What follows belongs to an exercise in optimizing a design on an open flow for small area and a short achievable clock period; a production flow would make more cautious choices.
Function was checked by simulation only, so behaviour that the tests miss may differ from the original.
Power figures rest on the tool's default switching activity, not on a simulated workload.

--- design/flow/config.mk ---
export PLATFORM = sky130hd
export DESIGN_NAME = fir_reload_ctrl
export DESIGN_NICKNAME = fir_reload_ctrl
export VERILOG_FILES = /design/flow/design.v
export SDC_FILE = /design/flow/constraint.sdc
export NUM_CORES = 4
export LEC_CHECK = 0
export CAP_MARGIN = 20
export CORE_MARGIN = 2
export CORE_UTILIZATION = 60
export CTS_CLUSTER_DIAMETER = 80
export CTS_CLUSTER_SIZE = 24
export SETUP_SLACK_MARGIN = 2.6
export SLEW_MARGIN = 20
export TNS_END_PERCENT = 20
--- design/flow/constraint.sdc ---
create_clock -name core_clock -period 5.0 [get_ports {ce_clk}]
set_input_delay 1.0000 -clock core_clock [delete_from_list [all_inputs] [get_ports {ce_clk}]]
set_output_delay 1.0000 -clock core_clock [all_outputs]
set_load 0.01 [all_outputs]
--- design/flow/design.v ---
module fir_reload_ctrl #(
    parameter int          NUM_TAPS      = 129,
    parameter int          COEFF_WIDTH   = 16,
    parameter logic [7:0]  SR_COEFF_IDX  = 8'd128,
    parameter logic [7:0]  SR_COEFF_DATA = 8'd129,
    parameter logic [7:0]  SR_COMMIT     = 8'd130
) (
    input  logic                   ce_clk,
    input  logic                   ce_rst_n,
    input  logic                   set_stb,
    input  logic [7:0]             set_addr,
    input  logic [31:0]            set_data,
    output logic [COEFF_WIDTH-1:0] o_reload_tdata,
    output logic                   o_reload_tlast,
    output logic                   o_reload_tvalid,
    input  logic                   o_reload_tready,
    output logic [7:0]             o_config_tdata,
    output logic                   o_config_tvalid,
    input  logic                   o_config_tready,
    output logic                   busy,
    output logic [15:0]            reload_count,
    output logic [1:0]             err,
    output logic [31:0]            checksum
);
    localparam int         BW       = 64;                         
    localparam int         NB       = (NUM_TAPS - 1) / BW;        
    localparam logic [8:0] TAP_CNT  = 9'(NUM_TAPS);
    localparam logic [7:0] LAST_TAP = 8'(NUM_TAPS - 1);
    localparam logic [7:0] SR_CLEAR = SR_COMMIT + 8'd1;
    logic busy_q, prime_q, tvalid_q, tlast_q, cvalid_q;
    logic [NB:0] s1_bank_q;    
    logic idx_stb, data_stb, commit_stb, clear_stb;
    logic idle, start, load, reload_hs, config_hs;
    assign idx_stb    = set_stb && (set_addr == SR_COEFF_IDX);
    assign data_stb   = set_stb && (set_addr == SR_COEFF_DATA);
    assign commit_stb = set_stb && (set_addr == SR_COMMIT);
    assign clear_stb  = set_stb && (set_addr == SR_CLEAR);
    assign idle      = !busy_q;
    assign start     = idle && commit_stb;
    assign reload_hs = tvalid_q && o_reload_tready;
    assign config_hs = cvalid_q && o_config_tready;
    assign load      = prime_q || (reload_hs && !tlast_q);
    always_ff @(posedge ce_clk or negedge ce_rst_n) begin
        if (!ce_rst_n) begin
            busy_q   <= 1'b0;
            prime_q  <= 1'b0;
            tvalid_q <= 1'b0;
            tlast_q  <= 1'b0;
            cvalid_q <= 1'b0;
        end else begin
            prime_q <= start;
            if (start)          busy_q <= 1'b1;
            else if (config_hs) busy_q <= 1'b0;
            if (prime_q)                   tvalid_q <= 1'b1;
            else if (reload_hs && tlast_q) tvalid_q <= 1'b0;
            if (reload_hs && tlast_q)      cvalid_q <= 1'b1;
            else if (config_hs)            cvalid_q <= 1'b0;
            if (load)                      tlast_q  <= !prime_q && s1_bank_q[NB];
        end
    end
    logic [COEFF_WIDTH-1:0] ram [NUM_TAPS];
    logic [7:0]             wr_idx_q;
    logic [8:0]             pw_hi_q;
    logic [15:0]            pw_lo_q;
    logic [COEFF_WIDTH-1:0] pw_data_q;
    always_ff @(posedge ce_clk) begin
        for (int h = 0; h < 9; h++)
            pw_hi_q[h] <= idle && data_stb && ({1'b0, wr_idx_q} < TAP_CNT) && (wr_idx_q[7:4] == 4'(h));
        for (int l = 0; l < 16; l++)
            pw_lo_q[l] <= (wr_idx_q[3:0] == 4'(l));
        pw_data_q <= set_data[COEFF_WIDTH-1:0];
    end
    always_ff @(posedge ce_clk) begin
        for (int i = 0; i < NUM_TAPS; i++)
            if (pw_hi_q[i / 16] && pw_lo_q[i % 16]) ram[i] <= pw_data_q;
    end
    always_ff @(posedge ce_clk or negedge ce_rst_n) begin
        if (!ce_rst_n) begin
            wr_idx_q <= '0;
        end else if (idle && idx_stb) begin
            wr_idx_q <= set_data[7:0];
        end else if (idle && data_stb) begin
            wr_idx_q <= (wr_idx_q == LAST_TAP) ? 8'd0 : wr_idx_q + 8'd1;
        end
    end
    logic [7:0]             rd_lo_q;
    logic [7:0]             rd_mid_q;
    logic [NB:0]            rd_bank_q;
    logic [BW-1:0]          rd_sel;
    logic [COEFF_WIDTH-1:0] s1_d [NB];
    logic [COEFF_WIDTH-1:0] s1_q [NB];
    logic [COEFF_WIDTH-1:0] s2_word;
    logic [COEFF_WIDTH-1:0] tdata_q;
    always_ff @(posedge ce_clk) begin
        if (start) begin
            rd_lo_q   <= 8'd2;
            rd_mid_q  <= 8'd1;
            rd_bank_q <= (NB+1)'(1);
        end else if (load) begin
            rd_lo_q <= {rd_lo_q[6:0], rd_lo_q[7]};
            if (rd_lo_q[7]) rd_mid_q <= {rd_mid_q[6:0], rd_mid_q[7]};
            if (rd_lo_q[7] && rd_mid_q[7]) rd_bank_q <= {rd_bank_q[NB-1:0], rd_bank_q[NB]};
        end
    end
    always_comb begin
        for (int i = 0; i < BW; i++) rd_sel[i] = rd_mid_q[i / 8] && rd_lo_q[i % 8];
        for (int b = 0; b < NB; b++) begin
            s1_d[b] = '0;
            for (int i = 0; i < BW; i++)
                s1_d[b] = s1_d[b] | ({COEFF_WIDTH{rd_sel[i]}} & ram[b * BW + i]);
        end
    end
    always_ff @(posedge ce_clk) begin
        if (load) begin
            for (int b = 0; b < NB; b++) s1_q[b] <= s1_d[b];
            s1_bank_q <= rd_bank_q;
        end
    end
    always_comb begin
        s2_word = {COEFF_WIDTH{s1_bank_q[NB]}} & ram[NUM_TAPS-1];
        for (int b = 0; b < NB; b++)
            s2_word = s2_word | ({COEFF_WIDTH{s1_bank_q[b]}} & s1_q[b]);
    end
    always_ff @(posedge ce_clk) begin
        if (load) tdata_q <= prime_q ? ram[0] : s2_word;
    end
    logic [7:0]  cfg_word_q;
    logic [15:0] count_q;
    logic [1:0]  err_q, err_d;
    always_ff @(posedge ce_clk) begin
        if (start) cfg_word_q <= set_data[7:0];
    end
    always_ff @(posedge ce_clk or negedge ce_rst_n) begin
        if (!ce_rst_n)      count_q <= '0;
        else if (config_hs) count_q <= count_q + 16'd1;
    end
    always_comb begin
        err_d = clear_stb ? 2'b00 : err_q;
        if (!idle && (idx_stb || data_stb)) err_d[0] = 1'b1;
        if (!idle && commit_stb)            err_d[1] = 1'b1;
    end
    always_ff @(posedge ce_clk or negedge ce_rst_n) begin
        if (!ce_rst_n) err_q <= '0;
        else           err_q <= err_d;
    end
    logic        new_q;
    logic [7:0]  lo0_q, lo1_q;
    logic        c0_q, c1_q;
    logic [8:0]  k_q;
    logic [31:0] checksum_q;
    logic [7:0]  t0, t1;
    logic        tneg;
    logic [8:0]  fold_lo1;
    logic [8:0]  fold_k;
    assign t0   = new_q ? tdata_q[7:0]  : 8'd0;
    assign t1   = new_q ? tdata_q[15:8] : 8'd0;
    assign tneg = new_q && tdata_q[15];
    assign fold_lo1 = {1'b0, lo1_q} + 9'(c0_q);
    assign fold_k   = k_q + 9'(c1_q) + 9'(fold_lo1[8]);
    always_ff @(posedge ce_clk or negedge ce_rst_n) begin
        if (!ce_rst_n) checksum_q <= '0;
        else if (config_hs) checksum_q <= {{7{fold_k[8]}}, fold_k, fold_lo1[7:0], lo0_q};
    end
    always_ff @(posedge ce_clk) begin
        new_q <= load;
        if (start) begin
            {c0_q, lo0_q} <= '0;
            {c1_q, lo1_q} <= '0;
            k_q           <= '0;
        end else begin
            {c0_q, lo0_q} <= {1'b0, lo0_q} + {1'b0, t0};
            {c1_q, lo1_q} <= {1'b0, lo1_q} + {1'b0, t1} + 9'(c0_q);
            k_q           <= k_q + 9'(c1_q) - 9'(tneg);
        end
    end
    assign checksum = checksum_q;
    assign o_reload_tdata  = tdata_q;
    assign o_reload_tlast  = tlast_q;
    assign o_reload_tvalid = tvalid_q;
    assign o_config_tvalid = cvalid_q;
    assign o_config_tdata  = cfg_word_q;
    assign busy            = busy_q;
    assign reload_count    = count_q;
    assign err             = err_q;
endmodule
--- design/flow/run.sh ---
#!/bin/bash
# synth_recipe.tcl (not shown) runs the flow's synth.tcl, then flattens the netlist and writes it again
# the make line also repeats each setting of config.mk as NAME=value (left out here)
make -C /OpenROAD-flow-scripts/flow DESIGN_CONFIG=/design/flow/config.mk WORK_HOME=/design/flow/orfs CLKGATE_MAP_FILE= SYNTH_SCRIPT=/design/flow/synth_recipe.tcl finish
==> results of run 1 <==
[sequential cells by signal, indices dropped and copies added, names as in the netlist, 2 cells and up]
name and flops:
tdata_q 16, wr_idx_q 8, count_q 16, pw_hi_q 9
s1_q 32, err_q 2, checksum_q 25, cfg_word_q 8
lo1_q 8, lo0_q 8, rd_mid_q 8, rd_bank_q 3
pw_data_q 16, pw_lo_q 16, s1_bank_q 3, rd_lo_q 8
ram 2064, k_q 9
[power by group]
part           total (mW)  internal [mW]  switching (mW)
sequential           21.0           20.8           0.267
clock                10.4           4.36            6.00
combinational       0.908          0.348           0.560
[through the flow]
| step | hold WS, ps | setup WS (ps) | area, sq um | cells | power (mW) |
|---|---|---|---|---|---|
| floorplan | 423 | 2130 | 83700 | 4796 | 21.8 |
| global placement | 446 | 1150 | 87400 | 6541 | 22.2 |
| detailed placement | 451 | 1210 | 87400 | 6541 | 22.2 |
| CTS | 370 | 2080 | 94400 | 6897 | 32.1 |
| global route | 434 | 1980 | 95200 | 6945 | 32.8 |
| finish | 370 | 1840 | 95200 | 6963 | 32.3 |
[area by class of cell]
type / instances / area share, %
diodes: 18 / 0.0473
inverters: 50 / 0.304
clock inverters: 24 / 0.238
well taps: 1794 / 2.36
repair buffers: 497 / 6.14
multi-input cells: 2146 / 17.3
clock buffers: 166 / 3.19
repair inverters: 1 / 0.00788
flip-flops and latches: 2267 / 70.4
[worst paths after layout]
| check | cells past startpoint | start | end | slack (ps) |
|---|---|---|---|---|
| hold / removal | 2 | ce_rst_n | count_q[8] | 370 |
| min in group core_clock | 2 | checksum_q[20] | checksum_q[20] | 480 |
| max in group asynchronous | 2 | ce_rst_n | checksum_q[24] | 4100 |
| setup / recovery | 6 | rd_mid_q[0] | s1_q[1][7] | 1840 |
| setup reg to reg | 6 | rd_mid_q[0] | s1_q[1][7] | 1840 |
| hold reg to reg | 2 | checksum_q[20] | checksum_q[20] | 480 |
[routing by layer]
metal | part of all wire (%) | wire length, um | vias to the layer above
met1 | 34 | 114000 | 28124
met3 | 20 | 65800 | 1014
met4 | 5.9 | 19800 | 24
met2 | 41 | 137000 | 5871
met5 | 0.070 | 237 | -
li1 | - | - | 20376
[layout by cell type, fill, tap and decap left out, types with 16 or more instances in the layout]
| cell type | count |
|---|---|
| dfrtp_1 | 54 |
| a32o_1 | 20 |
| edfxtp_1 | 2123 |
| o21ai_0 | 45 |
| a21oi_1 | 141 |
| buf_6 | 52 |
| bufbuf_16 | 18 |
| a22o_1 | 69 |
| buf_16 | 22 |
| and2_2 | 100 |
| a32oi_1 | 38 |
| nand2_1 | 71 |
| xor2_1 | 25 |
| xnor2_1 | 25 |
| mux2i_1 | 33 |
| inv_1 | 33 |
| buf_12 | 51 |
| dfxtp_4 | 32 |
| dfxtp_1 | 56 |
| nor2_1 | 109 |
| o22ai_1 | 137 |
| nand4_1 | 46 |
| diode_2 | 18 |
| clkdlybuf4s50_1 | 96 |
| nand3_1 | 52 |
| buf_4 | 239 |
| and2_4 | 24 |
| a22oi_1 | 579 |
| ha_1 | 28 |
| a22oi_2 | 21 |
| nor3_1 | 20 |
| a221oi_1 | 34 |
| clkbuf_16 | 116 |
| clkbuf_1 | 51 |
| and3_1 | 16 |
| and2_1 | 73 |
| a222oi_1 | 177 |
[cell families after synthesis]
family                     Yosys count
DFF                               2267
AOI/OAI and AO/OA                 1374
and+or+nand+nor                    646
buffers and inverters              383
xor gates and xnor gates            50
muxes                               45
adders and majority gates           31
[what timing repair did]
action,CTS,global route
buffers inserted,142,41
pin swaps,127,45
hold endpoints to repair,0,0
resized for setup,388,75
endpoints found under the setup margin,214,182
cloned,24,4
[critical path, cell delays in order, from the launching register on]
cell,delay [ps]
dfxtp_4,450
and2_1,210
a22o_1,270
a221oi_4,410
nand4_1,560
or4_1,580
or3_1,400
==> results.yml, run 1 <==
detailed_routing:
  drcViolationCount: 0
  viasPerCell: 7.96
  wl_per_cell_um: 48.3
  num_vias: 55409
  firstDrtPassIters: 10
  dr.first_iter.drc_count: 12986
  wl_um: 336000
  final_antenna_net_count: 0
critical_path:
  arrival_ps: 3670
  cp-end-kind: "flop"
  path_max_fanout: 7
  startpoint_type: "flop"
  worstPathRequired_ps: 5510
  worstSetupPathType: "flop to flop"
layout:
  multi_input_area_sq_um: 16500
  fin_util_pct: 69.1
  nFillCells: 9034
  layout-drive-gt1-share_pct: 17.2
  layout.nets: 5147
  areaGrowthSynthToFinish_pct: 13.9
  seqCellArea_sq_um: 67000
synth:
  synth_most_common_cell: "edfxtp_1"
  synth_top_family_by_area: "compound AO/OA/AOI/OAI gates"
  avgSynthCellArea_sq_um: 17.4
  synth_top_area_share_pct: 76.3
  synth_xor_area_share_pct: 0.524
  yosysWarningCount: 4
  netlist_top_cells_area: "edfxtp_1, a22oi_1, a222oi_1"
  synthMuxAreaShare_pct: 0.557
  synth-edff-count: 2123
  synth_cell_type_count: 68
  yosys.area_share.simple_pct: 4.19
  ys.flop_type: "edfxtp_1"
  synth_compound_area_share_pct: 12.4
  synth_seq_cells: 2267
  yosysSeqAreaShare_pct: 80.0
  syn_inst: 4796
  synthAdderAreaFrac_pct: 0.491
  syn_nets: 4872
  mappedNetlistArea_sq_um: 83600
  synth_commonest_cells: "edfxtp_1, a22oi_1, clkbuf_1, and2_1, a222oi_1"
  netlist.top_cell.by_area: "edfxtp_1"
  async_flop_share_pct: 2.47
cts:
  cts_sinks: 2267
  htree_levels: 3
  cts.path.max_buffers: 3
  clk_latency_ps: 800
  clk_pin_slew_worst_paths_ps: 100
  cts_hold_buf: 0
  numCtsBuffers: 108
  cts_tree: "yes"
  cts-root-buf: "clkbuf_16"
global_route:
  grt_remaining_overflow: 0
  grt_busiest_layer: "met2"
  gr-usage-met1_pct: 62.8
  met3_usage_pct: 24.1
  grt_first_pass_wirelength_um: 437000
  grt_pass1_vias: 49236
  grtUsageMet2_pct: 63.4
  grt_max_degree: 91
  antenna_found_initial: 18
  track_usage_pct: 46.7
die:
  num_rows: 136
  ios: 123
  die_h_um: 377
  design.core.area_sq_um: 138000
  die_area_sq_um: 142000
  start_util_pct: 60.6
  dieWidth_um: 377
placement:
  dp_hpwl_um: 182000
  gp_routability_congestion: 0.922
  port_buffers: 106
timing:
  hold_violations: 0
  finalSetupTns_ps: 0
  final-max-slew-violation-count: 0
  finalClockSkew_ps: 43.1
  tightestPinTransition_ps: 1260
  rsz0062_at_grt: "yes"
  max_freq_mhz: 316
  min_period_ps: 3160
  relSlewSlack_pct: 16.0
  setup_viol: 0
  fin_crit_sh_pct: 63.2
pwr:
  leakagePower_nw: 29.6
  irDropWorstVdd_mv: 0.327
  p_per_area_nw_per_um2: 339
flow_run:
  maxCapViolCount: 0
hold_path:
  hp-class: "primary input to asynchronous set/reset pin"
status:
  status: "finished clean"
==> inputs of run 2 (changes only) <==
--- a/design/flow/design.v
+++ b/design/flow/design.v
@@ -22,7 +22,7 @@
     output logic [1:0]             err,
     output logic [31:0]            checksum
 );
-    localparam int         BW       = 64;                         
+    localparam int         BW       = 32;                         
     localparam int         NB       = (NUM_TAPS - 1) / BW;        
     localparam logic [8:0] TAP_CNT  = 9'(NUM_TAPS);
     localparam logic [7:0] LAST_TAP = 8'(NUM_TAPS - 1);
@@ -83,31 +83,26 @@
             wr_idx_q <= (wr_idx_q == LAST_TAP) ? 8'd0 : wr_idx_q + 8'd1;
         end
     end
-    logic [7:0]             rd_lo_q;
-    logic [7:0]             rd_mid_q;
+    logic [BW-1:0]          rd_sel_q;
     logic [NB:0]            rd_bank_q;
-    logic [BW-1:0]          rd_sel;
     logic [COEFF_WIDTH-1:0] s1_d [NB];
     logic [COEFF_WIDTH-1:0] s1_q [NB];
     logic [COEFF_WIDTH-1:0] s2_word;
     logic [COEFF_WIDTH-1:0] tdata_q;
     always_ff @(posedge ce_clk) begin
-        if (start) begin
-            rd_lo_q   <= 8'd2;
-            rd_mid_q  <= 8'd1;
+        if (idle) begin
+            rd_sel_q  <= BW'(2);
             rd_bank_q <= (NB+1)'(1);
         end else if (load) begin
-            rd_lo_q <= {rd_lo_q[6:0], rd_lo_q[7]};
-            if (rd_lo_q[7]) rd_mid_q <= {rd_mid_q[6:0], rd_mid_q[7]};
-            if (rd_lo_q[7] && rd_mid_q[7]) rd_bank_q <= {rd_bank_q[NB-1:0], rd_bank_q[NB]};
+            rd_sel_q <= {rd_sel_q[BW-2:0], rd_sel_q[BW-1]};
+            if (rd_sel_q[BW-1]) rd_bank_q <= {rd_bank_q[NB-1:0], rd_bank_q[NB]};
         end
     end
     always_comb begin
-        for (int i = 0; i < BW; i++) rd_sel[i] = rd_mid_q[i / 8] && rd_lo_q[i % 8];
         for (int b = 0; b < NB; b++) begin
             s1_d[b] = '0;
             for (int i = 0; i < BW; i++)
-                s1_d[b] = s1_d[b] | ({COEFF_WIDTH{rd_sel[i]}} & ram[b * BW + i]);
+                s1_d[b] = s1_d[b] | ({COEFF_WIDTH{rd_sel_q[i]}} & ram[b * BW + i]);
         end
     end
     always_ff @(posedge ce_clk) begin
@@ -163,7 +158,7 @@
     end
     always_ff @(posedge ce_clk) begin
         new_q <= load;
-        if (start) begin
+        if (idle) begin
             {c0_q, lo0_q} <= '0;
             {c1_q, lo1_q} <= '0;
             k_q           <= '0;
--- a/design/flow/config.mk
+++ b/design/flow/config.mk
@@ -7,9 +7,9 @@
 export LEC_CHECK = 0
 export CAP_MARGIN = 20
 export CORE_MARGIN = 2
-export CORE_UTILIZATION = 60
+export CORE_UTILIZATION = 45
 export CTS_CLUSTER_DIAMETER = 80
 export CTS_CLUSTER_SIZE = 24
-export SETUP_SLACK_MARGIN = 2.6
+export SETUP_SLACK_MARGIN = 2.5
 export SLEW_MARGIN = 20
-export TNS_END_PERCENT = 20
+export TNS_END_PERCENT = 100
==> run 2 against run 1 <==
Design area fell by 2.7%. Sequential power about the same. Global-route usage is 18 points lower. Die area grew 33%. Non-clock buffer count decreased by 175. Largest power group unchanged. Critical endpoint is now checksum[28]. Area after synthesis grew 0.20%.
==> results.yml, run 2 <==
synth:
  yosysSeqAreaShare_pct: 81.5
  synthAdderAreaFrac_pct: 0.490
  yosys.area_share.simple_pct: 5.15
  syn_inst: 4662
  synth_top_area_share_pct: 77.3
  synth_compound_area_share_pct: 10.5
  mappedNetlistArea_sq_um: 83800
  async_flop_share_pct: 2.41
  synth_top_family_by_area: "compound AO/OA/AOI/OAI gates"
  synth_cell_type_count: 64
  synth_commonest_cells: "edfxtp_1, a22oi_1, nand4_1, clkbuf_1, and2_1"
  syn_nets: 4738
  synth_xor_area_share_pct: 0.397
  ys.flop_type: "edfxtp_1"
  synth_seq_cells: 2319
  netlist_top_cells_area: "edfxtp_1, a22oi_1, dfxtp_1"
  netlist.top_cell.by_area: "edfxtp_1"
  yosysWarningCount: 4
  synth-edff-count: 2157
  synthMuxAreaShare_pct: 0.436
  synth_most_common_cell: "edfxtp_1"
  avgSynthCellArea_sq_um: 18.0
critical_path:
  cp-end-kind: "primary output"
  worstSetupPathType: "flop to primary output"
  worstPathRequired_ps: 4000
  path_common_cell: "buf_6"
  cpMaxStageDelayCell: "dfrtp_2"
  r2r_cells: 4
  path_cells: "buf_6 -> buf_6 -> buf_6"
  arrival_ps: 1560
  critPathMaxStageDelay_ps: 430
  startpoint_type: "flop"
  path_max_fanout: 4
pwr:
  p_per_area_nw_per_um2: 353
  power_mw: 32.7
  irDropWorstVdd_mv: 0.269
  leakagePower_nw: 28.5
timing:
  fin_crit_sh_pct: 51.2
  rsz0062_at_grt: "yes"
  tightestPinTransition_ps: 1160
  setup_viol: 0
  relSlewSlack_pct: 22.3
  max_freq_mhz: 391
  finalClockSkew_ps: 38.2
  min_period_ps: 2560
  final-max-slew-violation-count: 0
  hold-worst-slack_ps: 367
  finalSetupTns_ps: 0
  hold_violations: 0
cts:
  cts_sinks: 2319
  numCtsBuffers: 117
  cts.path.max_buffers: 3
  htree_levels: 3
  cts-root-buf: "clkbuf_16"
  clk_pin_slew_worst_paths_ps: 100
  clk_latency_ps: 800
  cts_tree: "yes"
die:
  die_h_um: 435
  num_rows: 158
  dieWidth_um: 435
  ios: 123
  die_area_sq_um: 190000
  start_util_pct: 45.2
  design.core.area_sq_um: 185000
layout:
  areaGrowthSynthToFinish_pct: 10.6
  largest_reg_flops: 2064
  nFillCells: 15064
  layout-drive-gt1-share_pct: 11.4
  mostFrequentLayoutCells: "edfxtp_1, a22oi_1, nand4_1"
  reg.largest.list: "ram: 2064 flops, s1_q: 64 flops, rd_sel_q: 32 flops"
  design_area_sq_um: 92700
  final_common_cell: "edfxtp_1"
  layout.nets: 4894
  top_register: "ram"
detailed_routing:
  wl_per_cell_um: 38.2
  dr.first_iter.drc_count: 9056
  firstDrtPassIters: 7
  viasPerCell: 6.67
  drcViolationCount: 0
  wl_um: 282000
  final_antenna_net_count: 0
  num_vias: 49255
global_route:
  antenna_found_initial: 3
  grt_first_pass_wirelength_um: 379000
  gr-usage-met1_pct: 39.9
  grt_pass1_vias: 45874
  grt_max_degree: 130
  track_usage_pct: 28.8
  met3_usage_pct: 5.63
  grtUsageMet2_pct: 46.0
  grt_busiest_layer: "met2"
  grt_remaining_overflow: 0
placement:
  gp_routability_congestion: 0.827
  place_area_sq_um: 88500
  port_buffers: 106
  dp_hpwl_um: 146000
hold_path:
  hp-class: "primary input to asynchronous set/reset pin"
flow_run:
  maxCapViolCount: 0
status:
  status: "finished clean"
## run 2: changes by cell type after synthesis, sizes merged, moves of 52 or more
cell and delta:
a22oi +441, nand4 +216, a222oi -161, o22ai -141, a21oi -106, nor2 -78
a22o -64, or4 +52
## run 2: cells by family (layout without fill, tap and decap cells)
group / Yosys count / count (layout)
compound gates: 1192 / 1192
buf+inv: 310 / 550
flops: 2319 / 2319
xor+xnor: 38 / 38
mux: 33 / 33
fa+ha+maj: 31 / 31
other cells: 0 / 2
simple gates: 739 / 739
## run 2: per-layer routing
metal  wire (um)  part of all wire, %  vias up
li1            -                    -    19479
met1      105000                   37    25748
met4       10600                  3.8        0
met3       34100                   12      528
met5           0                    0        -
met2      132000                   47     3500
## run 2: path summary, 6_finish.rpt
| kind | start | slack [ps] | to |
|---|---|---|---|
| setup / recovery | checksum_q[24] | 2440 | checksum[28] |
| hold / removal | ce_rst_n | 370 | err_q[0] |
| setup reg to reg | rd_sel_q[2] | 2470 | s1_q[2][2] |
| hold reg to reg | rd_bank_q[3] | 470 | s1_bank_q[3] |
| max in group asynchronous | ce_rst_n | 4020 | count_q[7] |
| min in group core_clock | rd_bank_q[3] | 470 | s1_bank_q[3] |
## run 2: where the power goes
group / internal, mW / total (mW) / switching, mW
Clock: 4.83 / 11.1 / 6.29
Combinational: 0.0831 / 0.313 / 0.230
Sequential: 21.2 / 21.3 / 0.171
## run 2: area by class of cell
type | instances | area (sq um) | area share [%]
sequential | 2319 | 68500 | 73.9
tap | 2480 | 3100 | 3.35
clock inverter | 48 | 586 | 0.632
inverter | 25 | 98.8 | 0.107
clock buffer | 155 | 3110 | 3.36
antenna | 2 | 5.00 | 0.00540
multi-input combinational | 2033 | 14400 | 15.5
timing repair buffer | 322 | 2890 | 3.12
## run 2: critical path: cells and delay by family, from the launching register on
kind | cells | cell delay, ps
flip-flops | 1 | 430
buffers and inverters | 3 | 350
## run 2: metrics by stage
step | util [%] | std cells | worst slack (ps)
3_3_place_gp | 47.8 | 7136 | 1560
6_report | 50.0 | 7384 | 2440
3_5_place_dp | 47.8 | 7136 | 1560
5_1_grt | 50.0 | 7382 | 2410
4_1_cts | 49.9 | 7376 | 2330
2_1_floorplan | - | 4662 | 2610
## run 2: what timing repair did
action                                  4_1_cts  5_1_grt
hold buffers                                  0        0
setup buffers                                37        5
pin swaps                                     1        1
resized for setup                           229       23
gates cloned                                  0        0
endpoints found under the setup margin      114       18
==> inputs of run 3 (changes only) <==
--- a/design/flow/config.mk
+++ b/design/flow/config.mk
@@ -8,8 +8,9 @@
 export CAP_MARGIN = 20
 export CORE_MARGIN = 2
 export CORE_UTILIZATION = 45
-export CTS_CLUSTER_DIAMETER = 80
-export CTS_CLUSTER_SIZE = 24
+export CTS_CLUSTER_DIAMETER = 70
+export CTS_CLUSTER_SIZE = 30
+export PLACE_DENSITY = 0.5
 export SETUP_SLACK_MARGIN = 2.5
 export SLEW_MARGIN = 20
 export TNS_END_PERCENT = 100
==> run 3 against run 2 <==
Sequential power is essentially flat. Clock skew grew 3.4 ps. First-iteration DRC count shrank 8.2%. Cell count is essentially flat. Clock power grew 19%. Utilization grew 0.42 points. Non-clock buffer count shrank 45. Design area grew 0.83%. Critical path depth grew 1. Critical endpoint is now tdata_q[2]. Largest cell class unchanged. Largest power group unchanged. Highest routed layer is now met5.
==> results.yml, run 3 <==
global_route:
  antenna_found_initial: 14
  grt_pass1_vias: 46069
  gr-usage-met1_pct: 45.7
  grt_max_degree: 95
  grt_busiest_layer: "met2"
  grt_first_pass_wirelength_um: 405000
  grtUsageMet2_pct: 49.5
  grt_remaining_overflow: 0
  track_usage_pct: 31.4
  met3_usage_pct: 4.58
die:
  ios: 123
  start_util_pct: 45.2
  dieWidth_um: 435
  design.core.area_sq_um: 185000
  die_h_um: 435
  num_rows: 158
  die_area_sq_um: 190000
critical_path:
  cp-end-kind: "flop"
  reg2reg_slack_ps: 2390
  critPathMaxStageDelay_ps: 1030
  worstPathRequired_ps: 5570
  cpMaxStageDelayCell: "a22oi_1"
  arrival_ps: 3180
  r2r_end: "tdata_q[2]"
  startpoint: "s1_bank_q[1]"
  path_cells: "buf_4 -> a22oi_1 -> nand2_1 -> mux2_2"
  r2r_cells: 4
  startpoint_type: "flop"
  path_max_fanout: 14
  cp_num_buf_inv: 1
  reg2reg_from: "s1_bank_q[1]"
  path_delay_family: "compound AO/OA/AOI/OAI gates"
  worstSetupPathType: "flop to flop"
cts:
  htree_levels: 4
  clk_pin_slew_worst_paths_ps: 90
  cts_hold_buf: 0
  clk_latency_ps: 850
  cts_tree: "yes"
  numCtsBuffers: 139
  cts-root-buf: "clkbuf_16"
  cts_sinks: 2319
  cts.path.max_buffers: 3
layout:
  mostFrequentLayoutCells: "edfxtp_1, a22oi_1, nand4_1"
  areaGrowthSynthToFinish_pct: 11.6
  largest_reg_flops: 2064
  reg.largest.list: "ram: 2064 flops, s1_q: 64 flops, rd_sel_q: 32 flops"
  final_common_cell: "edfxtp_1"
  top_register: "ram"
  fin_util_pct: 50.4
  layout-drive-gt1-share_pct: 13.1
  nFillCells: 15226
  layout.nets: 4871
detailed_routing:
  dr.first_iter.drc_count: 8316
  viasPerCell: 6.67
  wl_per_cell_um: 41.0
  final_antenna_net_count: 0
  wl_um: 303000
  num_vias: 49280
  firstDrtPassIters: 6
  drcViolationCount: 0
timing:
  setup_viol: 0
  fin_crit_sh_pct: 52.1
  hold_violations: 0
  relSlewSlack_pct: 14.6
  finalSetupTns_ps: 0
  max_freq_mhz: 384
  finalClockSkew_ps: 41.6
  rsz0062_at_grt: "yes"
  tightestPinTransition_ps: 1280
  final-max-slew-violation-count: 0
  min_period_ps: 2610
placement:
  gp_routability_congestion: 0.818
  port_buffers: 106
  dp_hpwl_um: 154000
synth:
  synth_cell_type_count: 64
  synth_most_common_cell: "edfxtp_1"
  synth_seq_cells: 2319
  synth_commonest_cells: "edfxtp_1, a22oi_1, nand4_1, clkbuf_1, and2_1"
  synth_top_area_share_pct: 77.3
  avgSynthCellArea_sq_um: 18.0
  netlist.top_cell.by_area: "edfxtp_1"
  syn_inst: 4662
  yosysWarningCount: 4
  ys.flop_type: "edfxtp_1"
  netlist_top_cells_area: "edfxtp_1, a22oi_1, dfxtp_1"
  mappedNetlistArea_sq_um: 83800
  yosysSeqAreaShare_pct: 81.5
  async_flop_share_pct: 2.41
  syn_nets: 4738
  synth-edff-count: 2157
flow_run:
  maxCapViolCount: 0
pwr:
  irDropWorstVdd_mv: 0.289
  p_per_area_nw_per_um2: 373
  leakagePower_nw: 28.8
status:
  status: "finished clean"
hold_path:
  hp-class: "primary input to asynchronous set/reset pin"
[run 3: cell count changes in the layout (fill, tap and decap cells not counted), moves of 8 or more]
cell,delta
and2_1,-37
clkbuf_1,-28
buf_2,+14
and2_2,+37
inv_8,+25
clkinv_8,+10
dlygate4sd2_1,-8
clkdlybuf4s15_2,+12
clkbuf_16,+25
buf_4,-47
clkdlybuf4s15_1,-18
[run 3: worst max-delay path by stage]
stage                           to  depth (start not counted)  slack [ps]
floorplan            cfg_word_q[0]                          5        2610
global placement        pw_hi_q[4]                          6        1590
detailed placement      pw_hi_q[4]                          6        1590
CTS                   checksum[31]                          2        2420
global route        checksum_q[20]                         11        2400
finish                  tdata_q[2]                          4        2390
[run 3: area by class of cell]
cell class,instances,area (sq um),share of cell area [%]
clock buffers,151,3620,3.87
clock inverters,98,1240,1.33
flip-flops and latches,2319,68500,73.3
inverters,25,98.8,0.106
diodes,2,5.00,0.00536
repair buffers,277,2480,2.65
well taps,2480,3100,3.32
multi-input cells,2033,14400,15.4
[run 3: repair_timing]
item | in CTS | in global routing
resized for setup | 280 | 20
pin swaps | 1 | 2
buffers inserted | 28 | 2
setup endpoints to repair | 111 | 31
[run 3: logic make-up (layout without fill, tap and decap cells)]
group           Yosys count  after routing  synth area share (%)
xor+xnor                 38             38                 0.397
buf+inv                 310            551                  1.45
simple gates            739            739                  5.15
fa+ha+maj                31             31                 0.490
flops                  2319           2319                  81.5
mux                      33             33                 0.436
other cells               0              2                     0
compound gates         1192           1192                  10.5
[run 3: routing by layer]
layer,share of wire [%],routed length (um)
met5,0.0043,13
met4,3.0,9230
met3,9.2,28000
met2,46,141000
met1,41,125000
[run 3: stage by stage]
| step | total power, mW | cells | hold slack [ps] | instance area (sq um) | setup WS (ps) |
|---|---|---|---|---|---|
| 4_1_cts | 34.9 | 7381 | 320 | 93300 | 2420 |
| 3_5_place_dp | 22.1 | 7104 | 452 | 88300 | 1590 |
| 5_1_grt | 35.6 | 7383 | 381 | 93400 | 2400 |
| 6_report | 34.8 | 7385 | 339 | 93400 | 2390 |
| 3_3_place_gp | 22.1 | 7104 | 451 | 88300 | 1590 |
| 2_1_floorplan | 21.9 | 4662 | 431 | 83800 | 2610 |
[run 3: power breakdown]
group	internal (mW)	switching, mW
Clock	6.05	7.14
Sequential	21.2	0.182
Combinational	0.0812	0.224
Total	27.3	7.54
==> inputs of run 4 (changes only) <==
--- a/design/flow/config.mk
+++ b/design/flow/config.mk
@@ -8,9 +8,8 @@
 export CAP_MARGIN = 20
 export CORE_MARGIN = 2
 export CORE_UTILIZATION = 45
-export CTS_CLUSTER_DIAMETER = 70
-export CTS_CLUSTER_SIZE = 30
-export PLACE_DENSITY = 0.5
-export SETUP_SLACK_MARGIN = 2.5
+export CTS_CLUSTER_DIAMETER = 90
+export CTS_CLUSTER_SIZE = 28
+export SETUP_SLACK_MARGIN = 2.6
 export SLEW_MARGIN = 20
 export TNS_END_PERCENT = 100
==> run 4 against run 3 <==
Still clean on timing, DRC and antenna. Design area decreased by 1.4%. Critical path depth decreased by 1. Worst hold slack improved by 51 ps. Clock skew decreased by 0.86 ps. Cell count decreased by 0.23%. Sequential share of layout area increased by 1.0 points. Power decreased by 8.7%. Fmax increased by 2.3%. First-iteration DRC count increased by 10%. Global-route usage decreased by 2.3 points. Synthesized cell count unchanged. Register-to-register slack improved by 140 ps. Largest cell class unchanged.
==> results.yml, run 4 <==
critical_path:
  reg2reg_slack_ps: 2530
  cp-end-kind: "primary output"
  worstPathRequired_ps: 4000
  path_delay_family: "flip-flops"
  r2r_end: "s1_q[2][10]"
  path_cells: "buf_6 -> buf_6 -> buf_6"
  arrival_ps: 1550
  r2r_cells: 4
  cp_num_buf_inv: 3
  path_max_fanout: 4
  startpoint_type: "flop"
  critPathMaxStageDelay_ps: 430
  worstSetupPathType: "flop to primary output"
  startpoint: "checksum_q[24]"
  reg2reg_from: "rd_sel_q[25]"
  cpMaxStageDelayCell: "dfrtp_2"
  path_common_cell: "buf_6"
cts:
  numCtsBuffers: 99
  cts.path.max_buffers: 3
  cts_hold_buf: 0
  cts_sinks: 2319
  clk_pin_slew_worst_paths_ps: 110
  cts_tree: "yes"
  htree_levels: 3
  clk_latency_ps: 770
  cts-root-buf: "clkbuf_16"
synth:
  netlist.top_cell.by_area: "edfxtp_1"
  synth_top_area_share_pct: 77.3
  avgSynthCellArea_sq_um: 18.0
  syn_nets: 4738
  mappedNetlistArea_sq_um: 83800
  synth_cell_type_count: 64
  synth-edff-count: 2157
  syn_inst: 4662
  synth_most_common_cell: "edfxtp_1"
  yosysSeqAreaShare_pct: 81.5
  synth_seq_cells: 2319
  async_flop_share_pct: 2.41
  yosysWarningCount: 4
  ys.flop_type: "edfxtp_1"
  netlist_top_cells_area: "edfxtp_1, a22oi_1, dfxtp_1"
  synth_commonest_cells: "edfxtp_1, a22oi_1, nand4_1, clkbuf_1, and2_1"
detailed_routing:
  dr.first_iter.drc_count: 9185
  final_antenna_net_count: 0
  firstDrtPassIters: 7
  dr_wl_met2_um: 132000
  num_vias: 49375
  wl_per_cell_um: 38.7
  wl_met1_um: 106000
  routed-wl-met3_um: 35900
  wl_um: 285000
  dr.max_layer_used: "met5"
  drcViolationCount: 0
  viasPerCell: 6.70
global_route:
  antenna_found_initial: 6
  grt_first_pass_wirelength_um: 381000
  grt_remaining_overflow: 0
  grt_max_degree: 130
  grt_pass1_vias: 45788
  track_usage_pct: 29.1
layout:
  layout.nets: 4891
  reg.largest.list: "ram: 2064 flops, s1_q: 64 flops, rd_sel_q: 32 flops"
  mostFrequentLayoutCells: "edfxtp_1, a22oi_1, nand4_1"
  layout-drive-gt1-share_pct: 12.0
  seqCellArea_sq_um: 68500
  top_register: "ram"
  final_common_cell: "edfxtp_1"
  multi_input_area_sq_um: 14400
  areaGrowthSynthToFinish_pct: 10.0
  largest_reg_flops: 2064
  nFillCells: 15105
  fin_util_pct: 49.8
placement:
  gp_routability_congestion: 0.827
  dp_hpwl_um: 146000
  port_buffers: 106
hold_path:
  hp-class: "primary input to asynchronous set/reset pin"
status:
  status: "finished clean"
timing:
  max_freq_mhz: 393
  rsz0062_at_grt: "yes"
  finalClockSkew_ps: 40.7
  min_period_ps: 2550
  tightestPinTransition_ps: 1140
  final-max-slew-violation-count: 0
  hold_violations: 0
  hold-worst-slack_ps: 390
  relSlewSlack_pct: 23.9
  finalSetupTns_ps: 0
  setup_viol: 0
  fin_crit_sh_pct: 50.9
die:
  dieWidth_um: 435
  die_area_sq_um: 190000
  start_util_pct: 45.2
  ios: 123
  num_rows: 158
  die_h_um: 435
  design.core.area_sq_um: 185000
pwr:
  leakagePower_nw: 28.4
  p_per_area_nw_per_um2: 345
  irDropWorstVdd_mv: 0.250
flow_run:
  maxCapViolCount: 0
-- run 4: stage by stage --
| stage | setup slack (ps) | area [sq um] | std cells | total power [mW] |
|---|---|---|---|---|
| floorplan | 2610 | 83800 | 4662 | 21.9 |
| global placement | 1560 | 88500 | 7136 | 22.0 |
| detailed placement | 1560 | 88500 | 7136 | 22.1 |
| CTS | 2360 | 91900 | 7357 | 31.8 |
| global route | 2430 | 92200 | 7367 | 32.4 |
| finish | 2450 | 92200 | 7368 | 31.8 |
-- run 4: layer usage --
layer	track usage, %	vias to the layer above
met1	40.0	25810
met4	9.83	6
met2	46.2	3523
met5	0	-
li1	-	19468
met3	6.02	568
-- run 4: worst max path at each step --
stage                          endpoint  slack, ps  cells past startpoint
after global placement       pw_hi_q[4]       1560                      6
after CTS                  checksum[25]       2360                      2
final                      checksum[28]       2450                      3
after floorplan           cfg_word_q[0]       2610                      5
after detailed placement     pw_hi_q[4]       1560                      6
after global routing       checksum[28]       2430                      3
-- run 4: power breakdown --
group | leakage (nW) | switching [mW] | total (mW) | internal, mW
Combinational | 5.83 | 0.230 | 0.309 | 0.0795
Clock | 1.50 | 6.03 | 10.2 | 4.13
Sequential | 21.0 | 0.172 | 21.3 | 21.2
-- run 4: what timing repair did --
item | 4_1_cts | 5_1_grt
cloned | 0 | 0
setup buffers | 48 | 8
resized for setup | 352 | 32
endpoints found under the setup margin | 144 | 46
pin swaps | 1 | 3
-- run 4: cell families (layout without fill, tap and decap cells) --
kind of cell / Yosys count / after routing / share of synthesized area [%]
compound gates: 1192 / 1192 / 10.5
mux: 33 / 33 / 0.436
fa+ha+maj: 31 / 31 / 0.490
simple gates: 739 / 739 / 5.15
xor+xnor: 38 / 38 / 0.397
flops: 2319 / 2319 / 81.5
other cells: 0 / 1 / 0
buf+inv: 310 / 535 / 1.45
-- run 4: cell type report --
cell class / instances / area share (%)
Sequential cell: 2319 / 74.3
Clock inverter: 23 / 0.323
Tap cell: 2480 / 3.37
Antenna cell: 1 / 0.00271
Multi-Input combinational cell: 2033 / 15.6
Inverter: 25 / 0.107
Timing Repair Buffer: 337 / 3.20
Clock buffer: 150 / 3.06
==> inputs of run 5 (changes only) <==
--- a/design/flow/config.mk
+++ b/design/flow/config.mk
@@ -10,6 +10,7 @@
 export CORE_UTILIZATION = 45
 export CTS_CLUSTER_DIAMETER = 90
 export CTS_CLUSTER_SIZE = 28
-export SETUP_SLACK_MARGIN = 2.6
+export PLACE_DENSITY = 0.55
+export SETUP_SLACK_MARGIN = 2.75
 export SLEW_MARGIN = 20
 export TNS_END_PERCENT = 100
==> run 5 against run 4 <==
Still clean on timing, DRC and antenna. Fmax grew 5.0%. Count of clock-buffer cells in the layout shrank 8. Clock power is essentially flat. Register-to-register slack gained 90 ps. Critical path type unchanged. Critical endpoint is now o_reload_tdata[15]. Largest cell class unchanged. Largest power group unchanged.
==> results.yml, run 5 <==
status:
  status: "finished clean"
die:
  start_util_pct: 45.2
  die_area_sq_um: 190000
  dieWidth_um: 435
  die_h_um: 435
  design.core.area_sq_um: 185000
  num_rows: 158
  ios: 123
pwr:
  leakagePower_nw: 28.7
  intPower_mw: 25.5
  sw_frac_of_total_pct: 20.4
  clkPwrFrac_pct: 32.5
  irDropWorstVdd_mv: 0.256
  p_per_area_nw_per_um2: 344
  pwr-share-comb_pct: 1.0
  p_switching_mw: 6.54
  p_seq_share_pct: 66.5
  power_mw: 32.0
timing:
  setup_viol: 0
  hold_violations: 0
  hold-worst-slack_ps: 112
  tightestPinTransition_ps: 1140
  max_freq_mhz: 412
  min_period_ps: 2430
  final-max-slew-violation-count: 0
  relSlewSlack_pct: 23.8
  finalSetupTns_ps: 0
  fin_crit_sh_pct: 48.5
  finalClockSkew_ps: 52.7
  rsz0062_at_grt: "yes"
cts:
  cts-root-buf: "clkbuf_16"
  cts_hold_buf: 0
  clk_latency_ps: 780
  numCtsBuffers: 100
  cts_tree: "yes"
  cts_sinks: 2319
  htree_levels: 3
  clk_pin_slew_worst_paths_ps: 110
  cts.path.max_buffers: 3
critical_path:
  path_delay_family: "flip-flops"
  worstSetupPathType: "flop to primary output"
  startpoint: "tdata_q[15]"
  cp_num_buf_inv: 1
  startpoint_type: "flop"
  cp-end-kind: "primary output"
  worstPathRequired_ps: 4000
  critPathMaxStageDelay_ps: 490
  reg2reg_from: "s1_bank_q[1]"
  cpMaxStageDelayCell: "edfxtp_1"
  path_cells: "buf_2"
  arrival_ps: 1430
  path_max_fanout: 2
synth:
  mappedNetlistArea_sq_um: 83800
  synthMuxAreaShare_pct: 0.436
  avgSynthCellArea_sq_um: 18.0
  netlist_top_cells_area: "edfxtp_1, a22oi_1, dfxtp_1"
  synth_seq_cells: 2319
  synthAdderAreaFrac_pct: 0.490
  ys.flop_type: "edfxtp_1"
  async_flop_share_pct: 2.41
  synth_xor_area_share_pct: 0.397
  yosysSeqAreaShare_pct: 81.5
  syn_nets: 4738
  synth_cell_type_count: 64
  yosys.area_share.simple_pct: 5.15
  synth_top_area_share_pct: 77.3
  netlist.top_cell.by_area: "edfxtp_1"
  synth_most_common_cell: "edfxtp_1"
  yosysWarningCount: 4
  syn_inst: 4662
  synth_compound_area_share_pct: 10.5
  synth-edff-count: 2157
  synth_top_family_by_area: "compound AO/OA/AOI/OAI gates"
  synth_commonest_cells: "edfxtp_1, a22oi_1, nand4_1, clkbuf_1, and2_1"
detailed_routing:
  drcViolationCount: 0
  wl_per_cell_um: 41.1
  wl_um: 305000
  dr.first_iter.drc_count: 9203
  firstDrtPassIters: 8
  final_antenna_net_count: 0
  num_vias: 50118
  viasPerCell: 6.76
global_route:
  antenna_found_initial: 7
  grt_pass1_vias: 45958
  grt_first_pass_wirelength_um: 405000
  track_usage_pct: 31.3
  grt_max_degree: 97
  grt_remaining_overflow: 0
layout:
  largest_reg_flops: 2064
  areaGrowthSynthToFinish_pct: 11.1
  final_common_cell: "edfxtp_1"
  fin_cells: 7412
  nFillCells: 15143
  layout.nets: 4925
  top_register: "ram"
  reg.largest.list: "ram: 2064 flops, s1_q: 64 flops, rd_sel_q: 32 flops"
  layout-drive-gt1-share_pct: 13.8
  mostFrequentLayoutCells: "edfxtp_1, a22oi_1, nand4_1"
placement:
  port_buffers: 106
  gp_routability_congestion: 0.812
  dp_cells: 7117
  dp_hpwl_um: 150000
flow_run:
  maxCapViolCount: 0
hold_path:
  hp-class: "primary input to asynchronous set/reset pin"
==> run 5: changes by cell type in the layout (fill, tap and decap cells not counted), moves of 4 or more <==
cell	before	now
or4_1	55	49
and2_2	37	61
diode_2	1	11
clkbuf_1	43	33
o21ai_1	2	7
o21ai_0	32	27
buf_2	63	55
or4_4	9	15
buf_12	26	42
and2_1	122	97
buf_4	180	191
buf_6	35	44
buf_8	0	4
==> run 5: what timing repair did <==
action	4_1_cts	5_1_grt
cloned	3	0
setup buffers	84	23
resized for setup	389	53
pin swaps	3	7
endpoints found under the setup margin	211	144
==> run 5: final cells by class <==
cell class                      instances  area, sq um  share of cell area, %
Sequential cell                      2319        68500                   73.6
Clock inverter                         32          384                  0.413
Timing Repair Buffer                  370         3580                   3.85
Multi-Input combinational cell       2033        14600                   15.6
Tap cell                             2480         3100                   3.33
Inverter                               25          106                  0.114
Antenna cell                           11         27.5                 0.0296
Clock buffer                          142         2820                   3.03
==> run 5: metrics by stage <==
stage          utilization [%]  cell area, sq um  worst slack (ps)
2_1_floorplan                -             83800              2750
3_3_place_gp              47.7             88400              1620
3_5_place_dp              47.7             88400              1630
4_1_cts                   50.0             92700              2430
5_1_grt                   50.2             93000              2540
6_report                  50.2             93100              2570
==> run 5: final timing paths <==
| path | to | slack [ps] | cells after the start |
|---|---|---|---|
| min in group core_clock | s1_bank_q[4] | 470 | 0 |
| worst max register to register | tdata_q[5] | 2620 | 4 |
| worst max-delay path | o_reload_tdata[15] | 2570 | 1 |
| worst min-delay path | wr_idx_q[7] | 110 | 1 |
| max in group asynchronous | checksum_q[24] | 3890 | 2 |
| worst min register to register | s1_bank_q[4] | 470 | 0 |
==> run 5: per-layer routing <==
layer,up-vias,GRT usage (%),part of all wire (%)
met1,26734,44.6,39
met4,6,10.7,3.8
met3,483,5.52,11
met5,-,0,0.015
li1,19534,-,-
met2,3361,48.9,46
==> run 5: cells by family after synthesis <==
group                    count (synthesis)
AO/OA/AOI/OAI                         1192
XOR/XNOR                                38
adder cells (fa/ha/maj)                 31
buffers and inverters                  310
flip-flops                            2319
multiplexers                            33
AND/OR/NAND/NOR                        739
==> run 5: power groups by stage <==
stage | Clock [mW] | Combinational [mW] | Sequential, mW
6_report | 10.4 | 0.328 | 21.3
4_1_cts | 10.4 | 0.311 | 21.3
5_1_grt | 11.0 | 0.347 | 21.3
3_3_place_gp | 0 | 0.302 | 21.7
2_1_floorplan | 0 | 0.0629 | 21.8
3_5_place_dp | 0 | 0.310 | 21.8
==> inputs of run 6 (changes only) <==
--- a/design/flow/config.mk
+++ b/design/flow/config.mk
@@ -11,6 +11,6 @@
 export CTS_CLUSTER_DIAMETER = 90
 export CTS_CLUSTER_SIZE = 28
 export PLACE_DENSITY = 0.55
-export SETUP_SLACK_MARGIN = 2.75
+export SETUP_SLACK_MARGIN = 2.9
 export SLEW_MARGIN = 20
 export TNS_END_PERCENT = 100
==> run 6 against run 5 <==
Design area grew 1.4%. Sequential share of layout area decreased by 1.0 points. Count of clock-buffer cells in the layout shrank 5. Setup slack got worse by 29 ps. Synthesized cell count unchanged. Fmax is 1.2% lower. Power increased by 0.55%. Die area stayed put. Critical endpoint is now o_reload_tdata[11]. Clock power hardly changed. Flip-flop and latch count unchanged.
==> results.yml, run 6 <==
status:
  status: "finished clean"
synth:
  synthAdderAreaFrac_pct: 0.490
  avgSynthCellArea_sq_um: 18.0
  synth_commonest_cells: "edfxtp_1, a22oi_1, nand4_1, clkbuf_1, and2_1"
  synth-edff-count: 2157
  syn_inst: 4662
  synthMuxAreaShare_pct: 0.436
  netlist_top_cells_area: "edfxtp_1, a22oi_1, dfxtp_1"
  yosys.area_share.simple_pct: 5.15
  synth_cell_type_count: 64
  synth_most_common_cell: "edfxtp_1"
  netlist.top_cell.by_area: "edfxtp_1"
  synth_xor_area_share_pct: 0.397
  synth_compound_area_share_pct: 10.5
  yosysWarningCount: 4
  yosysSeqAreaShare_pct: 81.5
  synth_top_area_share_pct: 77.3
  syn_nets: 4738
  ys.flop_type: "edfxtp_1"
  synth_seq_cells: 2319
  mappedNetlistArea_sq_um: 83800
  async_flop_share_pct: 2.41
  synth_top_family_by_area: "compound AO/OA/AOI/OAI gates"
detailed_routing:
  firstDrtPassIters: 6
  drcViolationCount: 0
  final_antenna_net_count: 0
  num_vias: 50918
  wl_um: 312000
  wl_per_cell_um: 41.7
  viasPerCell: 6.80
  dr.first_iter.drc_count: 9814
critical_path:
  arrival_ps: 1450
  r2r_end: "c1_q"
  cp_num_buf_inv: 1
  crit_end: "o_reload_tdata[11]"
  startpoint: "tdata_q[11]"
  cpMaxStageDelayCell: "edfxtp_1"
  worstSetupPathType: "flop to primary output"
  critPathMaxStageDelay_ps: 500
  path_delay_family: "flip-flops"
  cp-end-kind: "primary output"
  startpoint_type: "flop"
  cp.depth: 1
  path_max_fanout: 2
  path_cells: "buf_2"
  reg2reg_slack_ps: 2720
  r2r_cells: 10
  worstPathRequired_ps: 4000
  reg2reg_from: "tdata_q[8]"
layout:
  reg.largest.list: "ram: 2064 flops, s1_q: 64 flops, rd_sel_q: 32 flops"
  layout-drive-gt1-share_pct: 16.3
  top_register: "ram"
  nFillCells: 15052
  fin_cells: 7488
  layout.nets: 5008
  largest_reg_flops: 2064
  areaGrowthSynthToFinish_pct: 12.7
  final_common_cell: "edfxtp_1"
  mostFrequentLayoutCells: "edfxtp_1, a22oi_1, nand4_1"
timing:
  min_period_ps: 2450
  fin_ws_ps: 2550
  hold_violations: 0
  final-max-slew-violation-count: 0
  tightestPinTransition_ps: 1120
  setup_viol: 0
  rsz0062_at_grt: "yes"
  fin_crit_sh_pct: 49.1
  finalClockSkew_ps: 46.8
  max_freq_mhz: 407
  hold-worst-slack_ps: 358
  finalSetupTns_ps: 0
  relSlewSlack_pct: 25.2
die:
  design.core.area_sq_um: 185000
  dieWidth_um: 435
  die_area_sq_um: 190000
  die_h_um: 435
  start_util_pct: 45.2
  num_rows: 158
  ios: 123
global_route:
  met3_usage_pct: 5.87
  grt_max_degree: 97
  track_usage_pct: 32.0
  gr-usage-met1_pct: 45.4
  grt_remaining_overflow: 0
  grt_pass1_vias: 46724
  grt_first_pass_wirelength_um: 412000
  antenna_found_initial: 16
  grt_busiest_layer: "met2"
  grtUsageMet2_pct: 49.2
pwr:
  p_per_area_nw_per_um2: 341
  leakagePower_nw: 29.4
  irDropWorstVdd_mv: 0.281
cts:
  cts_sinks: 2319
  cts.path.max_buffers: 3
  cts_hold_buf: 0
  numCtsBuffers: 102
  cts_tree: "yes"
  clk_pin_slew_worst_paths_ps: 120
  clk_latency_ps: 790
  htree_levels: 3
  cts-root-buf: "clkbuf_16"
hold_path:
  hp-class: "primary input to asynchronous set/reset pin"
placement:
  gp_routability_congestion: 0.835
  dp_hpwl_um: 150000
  dp_slack_ps: 1680
  port_buffers: 106
  dp_cells: 7112
flow_run:
  maxCapViolCount: 0
==> run 6: cell counts after synthesis <==
No cell type changed its count.
==> run 6: cell families after synthesis <==
logic type,after synthesis
adders and majority gates,31
muxes,33
AOI/OAI and AO/OA,1192
buffers and inverters,310
and+or+nand+nor,739
DFF,2319
xor gates and xnor gates,38
==> run 6: report_power, final <==
group	internal, mW	leakage (nW)	total (mW)	switching, mW
sequential	21.2	21.0	21.3	0.173
combinational	0.0867	6.78	0.326	0.240
clock	4.38	1.59	10.6	6.19
==> run 6: what timing repair did <==
action                     4_1_cts  5_1_grt
gates cloned                     6        2
pin swaps                       16       30
setup endpoints to repair      276      232
resized for setup              449       72
buffers inserted               139       49
==> run 6: per-layer routing <==
metal | part of all wire (%) | up-vias | wire [um]
met2 | 45 | 3752 | 142000
li1 | - | 19718 | -
met5 | 0.011 | - | 33
met4 | 4.4 | 4 | 13800
met1 | 38 | 26889 | 118000
met3 | 12 | 555 | 38900
==> run 6: area by class of cell <==
cell class                 count  area, sq um  area share, %
inverter                      25          120          0.127
tap                         2480         3100           3.29
clock inverter                41          479          0.508
timing repair buffer         451         4640           4.91
multi-input combinational   2033        14800           15.6
sequential                  2319        68500           72.6
clock buffer                 137         2800           2.96
antenna                        2         5.00        0.00530
==> run 6: worst reg2reg max path, delay by kind of cell, from the launching register on <==
family                     cells  cell delay, ps
DFF                            1             480
and+or+nand+nor                1              70
AOI/OAI and AO/OA              5             850
adders and majority gates      2             550
buffers and inverters          2             230
==> run 6: per-stage QoR <==
| step | utilization, % | power [mW] | cell area (sq um) |
|---|---|---|---|
| floorplan | - | 21.8 | 83900 |
| finish | 51.0 | 32.2 | 94400 |
| detailed placement | 47.7 | 22.1 | 88400 |
| global route | 51.0 | 32.9 | 94400 |
| global placement | 47.7 | 22.1 | 88400 |
| CTS | 50.6 | 32.2 | 93700 |
==> run 6: worst min path at each step <==
stage                               to  slack [ps]  depth (start not counted)         start
after floorplan           s1_bank_q[0]         430                          0  rd_bank_q[0]
after CTS                  wr_idx_q[6]         350                          2      ce_rst_n
after global placement    s1_bank_q[4]         450                          0  rd_bank_q[4]
after detailed placement  s1_bank_q[4]         440                          0  rd_bank_q[4]
final                      wr_idx_q[6]         360                          2      ce_rst_n
after global routing       wr_idx_q[6]         430                          2      ce_rst_n
==> inputs of run 7 (changes only) <==
--- a/design/flow/config.mk
+++ b/design/flow/config.mk
@@ -7,10 +7,10 @@
 export LEC_CHECK = 0
 export CAP_MARGIN = 20
 export CORE_MARGIN = 2
-export CORE_UTILIZATION = 45
+export CORE_UTILIZATION = 50
 export CTS_CLUSTER_DIAMETER = 90
 export CTS_CLUSTER_SIZE = 28
-export PLACE_DENSITY = 0.55
-export SETUP_SLACK_MARGIN = 2.9
+export PLACE_DENSITY = 0.6
+export SETUP_SLACK_MARGIN = 2.75
 export SLEW_MARGIN = 20
 export TNS_END_PERCENT = 100
==> run 7 against run 6 <==
Still clean on timing, DRC and antenna. Largest power group unchanged. Wire length shrank 4.8%. Register-to-register slack lost 70 ps. Die area shrank 9.9%. Fmax grew 0.47%. Critical path type unchanged. Power shrank 2.0%. Combinational power grew 2%.
==> results.yml, run 7 <==
layout:
  largest_reg_flops: 2064
  multi_input_area_sq_um: 14600
  design_area_sq_um: 92700
  areaGrowthSynthToFinish_pct: 10.7
  fin_util_pct: 55.5
  mostFrequentLayoutCells: "edfxtp_1, a22oi_1, nand4_1"
  fin_cells: 7152
  reg.largest.list: "ram: 2064 flops, s1_q: 64 flops, rd_sel_q: 32 flops"
  layout.nets: 4949
  top_register: "ram"
  nFillCells: 12752
  seqCellArea_sq_um: 68500
  final_common_cell: "edfxtp_1"
  layout-drive-gt1-share_pct: 13.7
synth:
  syn_inst: 4662
  synth_compound_area_share_pct: 10.5
  synth_seq_cells: 2319
  yosysSeqAreaShare_pct: 81.5
  synthAdderAreaFrac_pct: 0.490
  synth-edff-count: 2157
  synth_top_area_share_pct: 77.3
  avgSynthCellArea_sq_um: 18.0
  synth_cell_type_count: 64
  netlist_top_cells_area: "edfxtp_1, a22oi_1, dfxtp_1"
  async_flop_share_pct: 2.41
  synth_most_common_cell: "edfxtp_1"
  ys.flop_type: "edfxtp_1"
  netlist.top_cell.by_area: "edfxtp_1"
  yosysWarningCount: 4
  synthMuxAreaShare_pct: 0.436
  synth_xor_area_share_pct: 0.397
  syn_nets: 4738
  synth_commonest_cells: "edfxtp_1, a22oi_1, nand4_1, clkbuf_1, and2_1"
  yosys.area_share.simple_pct: 5.15
  mappedNetlistArea_sq_um: 83800
  synth_top_family_by_area: "compound AO/OA/AOI/OAI gates"
die:
  dieWidth_um: 413
  design.core.area_sq_um: 167000
  die_h_um: 413
  num_rows: 150
  start_util_pct: 50.2
  ios: 123
  die_area_sq_um: 171000
critical_path:
  path_max_fanout: 2
  path_cells: "buf_2"
  path_delay_family: "flip-flops"
  cpMaxStageDelayCell: "edfxtp_1"
  arrival_ps: 1440
  critPathMaxStageDelay_ps: 500
  worstSetupPathType: "flop to primary output"
  cp_num_buf_inv: 1
  worstPathRequired_ps: 4000
  startpoint_type: "flop"
  cp-end-kind: "primary output"
cts:
  clk_pin_slew_worst_paths_ps: 110
  htree_levels: 3
  cts_sinks: 2319
  cts.path.max_buffers: 3
  numCtsBuffers: 98
  clk_latency_ps: 760
  cts-root-buf: "clkbuf_16"
  cts_tree: "yes"
timing:
  tightestPinTransition_ps: 1300
  relSlewSlack_pct: 13.3
  hold_violations: 0
  final-max-slew-violation-count: 0
  finalClockSkew_ps: 39.9
  max_freq_mhz: 409
  hold-worst-slack_ps: 412
  rsz0062_at_grt: "yes"
  min_period_ps: 2440
  setup_viol: 0
  finalSetupTns_ps: 0
  fin_crit_sh_pct: 48.9
global_route:
  grt_pass1_vias: 45991
  track_usage_pct: 33.9
  grt_max_degree: 130
  grt_remaining_overflow: 0
  grt_first_pass_wirelength_um: 391000
  antenna_found_initial: 18
placement:
  place_area_sq_um: 88100
  port_buffers: 106
  dp_cells: 6850
  dp_hpwl_um: 146000
  gp_routability_congestion: 0.852
detailed_routing:
  final_antenna_net_count: 0
  drcViolationCount: 0
  wl_um: 298000
  wl_per_cell_um: 41.6
  viasPerCell: 7.03
  dr.first_iter.drc_count: 10055
  firstDrtPassIters: 7
  num_vias: 50301
status:
  status: "finished clean"
hold_path:
  hp-class: "primary input to asynchronous set/reset pin"
pwr:
  irDropWorstVdd_mv: 0.262
  p_per_area_nw_per_um2: 341
  leakagePower_nw: 28.7
flow_run:
  maxCapViolCount: 0
[run 7: cell counts after synthesis]
Identical to the previous run, type by type.
[run 7: kinds of logic after synthesis]
logic type      count (synthesis)
buf+inv                       310
flops                        2319
compound gates               1192
fa+ha+maj                      31
simple gates                  739
xor+xnor                       38
mux                            33
[run 7: worst paths after layout]
path	startpoint	endpoint	slack [ps]	cells past startpoint
max	tdata_q[12]	o_reload_tdata[12]	2560	1
min	ce_rst_n	wr_idx_q[5]	410	2
max reg2reg	s1_bank_q[1]	tdata_q[7]	2650	4
min reg2reg	rd_bank_q[2]	s1_bank_q[2]	490	0
max in group asynchronous	ce_rst_n	checksum_q[24]	3980	2
min in group core_clock	rd_bank_q[2]	s1_bank_q[2]	490	0
[run 7: timing repair]
| action | 4_1_cts | 5_1_grt |
|---|---|---|
| gates cloned | 1 | 0 |
| pin swaps | 5 | 11 |
| hold buffers | 0 | 0 |
| endpoints found under the setup margin | 242 | 143 |
| gates resized for setup | 398 | 50 |
| setup buffers | 75 | 50 |
[run 7: per-stage QoR]
| step | setup slack [ps] | power, mW |
|---|---|---|
| finish | 2560 | 31.6 |
| global route | 2550 | 32.2 |
| CTS | 2420 | 31.5 |
| detailed placement | 1590 | 22.1 |
| global placement | 1610 | 22.0 |
| floorplan | 2750 | 21.8 |
[run 7: layout make-up]
class	count	area share, %
clock buffers	150	2.91
clock inverters	21	0.277
repair buffers	396	4.09
diodes	4	0.0108
inverters	25	0.122
well taps	2204	2.98
multi-input cells	2033	15.7
flip-flops and latches	2319	73.9
[run 7: per-layer routing]
metal	part of all wire [%]	track usage, %	vias to the layer above	routed length, um
met4	5.0	14.6	14	15000
met2	45	52.2	3858	135000
met3	13	7.03	657	39500
li1	-	-	19603	-
met5	0.029	0	-	86
met1	36	47.3	26169	108000
[run 7: power by group]
| part | leakage (nW) | internal (mW) | switching (mW) |
|---|---|---|---|
| sequential | 21.0 | 21.2 | 0.152 |
| combinational | 6.28 | 0.0839 | 0.250 |
| clock | 1.41 | 3.91 | 6.02 |
==> inputs of run 8 (changes only) <==
--- a/design/flow/config.mk
+++ b/design/flow/config.mk
@@ -7,10 +7,11 @@
 export LEC_CHECK = 0
 export CAP_MARGIN = 20
 export CORE_MARGIN = 2
-export CORE_UTILIZATION = 50
+export CORE_UTILIZATION = 45
+export CTS_BUF_LIST = sky130_fd_sc_hd__clkbuf_8 sky130_fd_sc_hd__clkbuf_16
 export CTS_CLUSTER_DIAMETER = 90
 export CTS_CLUSTER_SIZE = 28
-export PLACE_DENSITY = 0.6
+export PLACE_DENSITY = 0.55
 export SETUP_SLACK_MARGIN = 2.75
 export SLEW_MARGIN = 20
 export TNS_END_PERCENT = 100
==> run 8 against run 7 <==
Global-route usage is 2.7 points lower. Clock skew is 12 ps higher. Setup slack better by 15 ps. Sequential share of layout area is 0.30 points lower. Register-to-register slack worse by 50 ps. Area after synthesis stayed put. Worst hold slack worse by 300 ps. Design area is 0.41% higher. Cell count is 3.6% higher. Non-clock buffer count is 26 lower. Count of clock-buffer cells in the layout is 41 lower. Fmax is 0.63% higher. Largest power group unchanged.
==> results.yml, run 8 <==
global_route:
  grt_first_pass_wirelength_um: 405000
  grt_pass1_vias: 45957
  grt_remaining_overflow: 0
  grt_max_degree: 97
  track_usage_pct: 31.3
die:
  num_rows: 158
  ios: 123
  die_area_sq_um: 190000
  die_h_um: 435
critical_path:
  worstPathRequired_ps: 4000
  reg2reg_from: "s1_bank_q[1]"
  cpMaxStageDelayCell: "edfxtp_1"
  startpoint: "tdata_q[15]"
  worstSetupPathType: "flop to primary output"
  r2r_end: "tdata_q[5]"
  path_cells: "buf_2"
  cp-end-kind: "primary output"
  path_max_fanout: 2
  arrival_ps: 1430
  crit_end: "o_reload_tdata[15]"
  cp.depth: 1
  startpoint_type: "flop"
layout:
  design_area_sq_um: 93100
  fin_cells: 7410
  top_register: "ram"
  layout.nets: 4925
  nFillCells: 15143
  areaGrowthSynthToFinish_pct: 11.1
  layout-drive-gt1-share_pct: 13.8
  reg.largest.list: "ram: 2064 flops, s1_q: 64 flops, rd_sel_q: 32 flops"
  fin_util_pct: 50.2
cts:
  cts_tree: "yes"
  clk_pin_slew_worst_paths_ps: 110
  cts_hold_buf: 0
  numCtsBuffers: 100
  cts_sinks: 2319
  clk_latency_ps: 780
synth:
  synth_cell_type_count: 64
  netlist_top_cells_area: "edfxtp_1, a22oi_1, dfxtp_1"
  syn_nets: 4738
  synth_seq_cells: 2319
  yosysSeqAreaShare_pct: 81.5
  syn_inst: 4662
  netlist.top_cell.by_area: "edfxtp_1"
  async_flop_share_pct: 2.41
  ys.flop_type: "edfxtp_1"
  avgSynthCellArea_sq_um: 18.0
  synth_most_common_cell: "edfxtp_1"
  synth_top_area_share_pct: 77.3
detailed_routing:
  wl_per_cell_um: 41.1
  final_antenna_net_count: 0
  num_vias: 50182
  wl_um: 305000
  dr.first_iter.drc_count: 9132
  drcViolationCount: 0
  viasPerCell: 6.77
hold_path:
  hp-class: "primary input to asynchronous set/reset pin"
timing:
  tightestPinTransition_ps: 1160
  fin_crit_sh_pct: 48.6
  rsz0062_at_grt: "yes"
  finalClockSkew_ps: 51.7
  relSlewSlack_pct: 23.0
  min_period_ps: 2430
  setup_viol: 0
placement:
  place_area_sq_um: 88400
  dp_hpwl_um: 150000
  port_buffers: 106
flow_run:
  maxCapViolCount: 0
pwr:
  irDropWorstVdd_mv: 0.257
  leakagePower_nw: 28.8
status:
  status: "finished clean"
run 8: cell count changes in the layout (fill, tap and decap cells not counted), moves of 4 or more:
cell / delta
clkbuf_1: -48
inv_1: +34
buf_4: -18
and2_1: -11
and2_2: +11
buf_12: -7
clkbuf_16: +7
diode_2: +5
clkinv_2: +4
or4_1: -4
or4_4: +4
run 8: kinds of logic (layout without fill, tap and decap cells):
logic type	after synthesis	after routing	synth area share (%)
flip-flops	2319	2319	81.5
AO/OA/AOI/OAI	1192	1192	10.5
AND/OR/NAND/NOR	739	739	5.15
buffers and inverters	310	569	1.45
XOR/XNOR	38	38	0.397
multiplexers	33	33	0.436
adder cells (fa/ha/maj)	31	31	0.490
other	0	9	0
run 8: final cells by class:
cell class	count	area, sq um	share of cell area [%]
Tap cell	2480	3100	3.33
Multi-Input combinational cell	2033	14600	15.6
Clock buffer	109	2690	2.89
Antenna cell	9	22.5	0.0242
Inverter	25	106	0.114
Clock inverter	65	508	0.546
Timing Repair Buffer	370	3580	3.85
Sequential cell	2319	68500	73.6
run 8: worst min path at each step:
stage,cells past startpoint,end,startpoint
floorplan,0,s1_bank_q[0],rd_bank_q[0]
global placement,0,s1_bank_q[4],rd_bank_q[4]
detailed placement,0,s1_bank_q[4],rd_bank_q[4]
CTS,1,err_q[0],ce_rst_n
global route,1,wr_idx_q[1],ce_rst_n
finish,1,wr_idx_q[7],ce_rst_n
run 8: through the flow:
stage	power, mW	setup slack (ps)	hold slack [ps]
3_5_place_dp	22.1	1630	452
6_report	32.0	2570	113
3_3_place_gp	22.1	1620	444
5_1_grt	32.7	2540	113
4_1_cts	32.0	2430	95.7
2_1_floorplan	21.8	2750	431
run 8: timing repair:
item                       4_1_cts  5_1_grt
resized for setup              389       53
pin swaps                        3        7
setup buffers                   84       23
setup endpoints to repair      211      144
gates cloned                     3        0
run 8: where the power goes:
part / total (mW) / switching, mW / internal [mW]
Clock: 10.3 / 6.13 / 4.20
Combinational: 0.328 / 0.245 / 0.0836
Sequential: 21.3 / 0.164 / 21.2
run 8: metal layers:
layer  global-route usage (%)  vias up  part of all wire, %
met5                        0        -                0.015
met4                     10.7        6                  3.9
met3                     5.52      489                   11
met2                     48.9     3376                   46
met1                     44.6    26774                   39
li1                         -    19537                    -

Setup slack of run 8, layout unchanged: 2.572 ns with ideal ports, 2.490 ns with driving cells assumed (clock clkbuf_16, inputs buf_2), 2.072 ns with port delays also shifted by the 0.839 ns mid clock arrival.
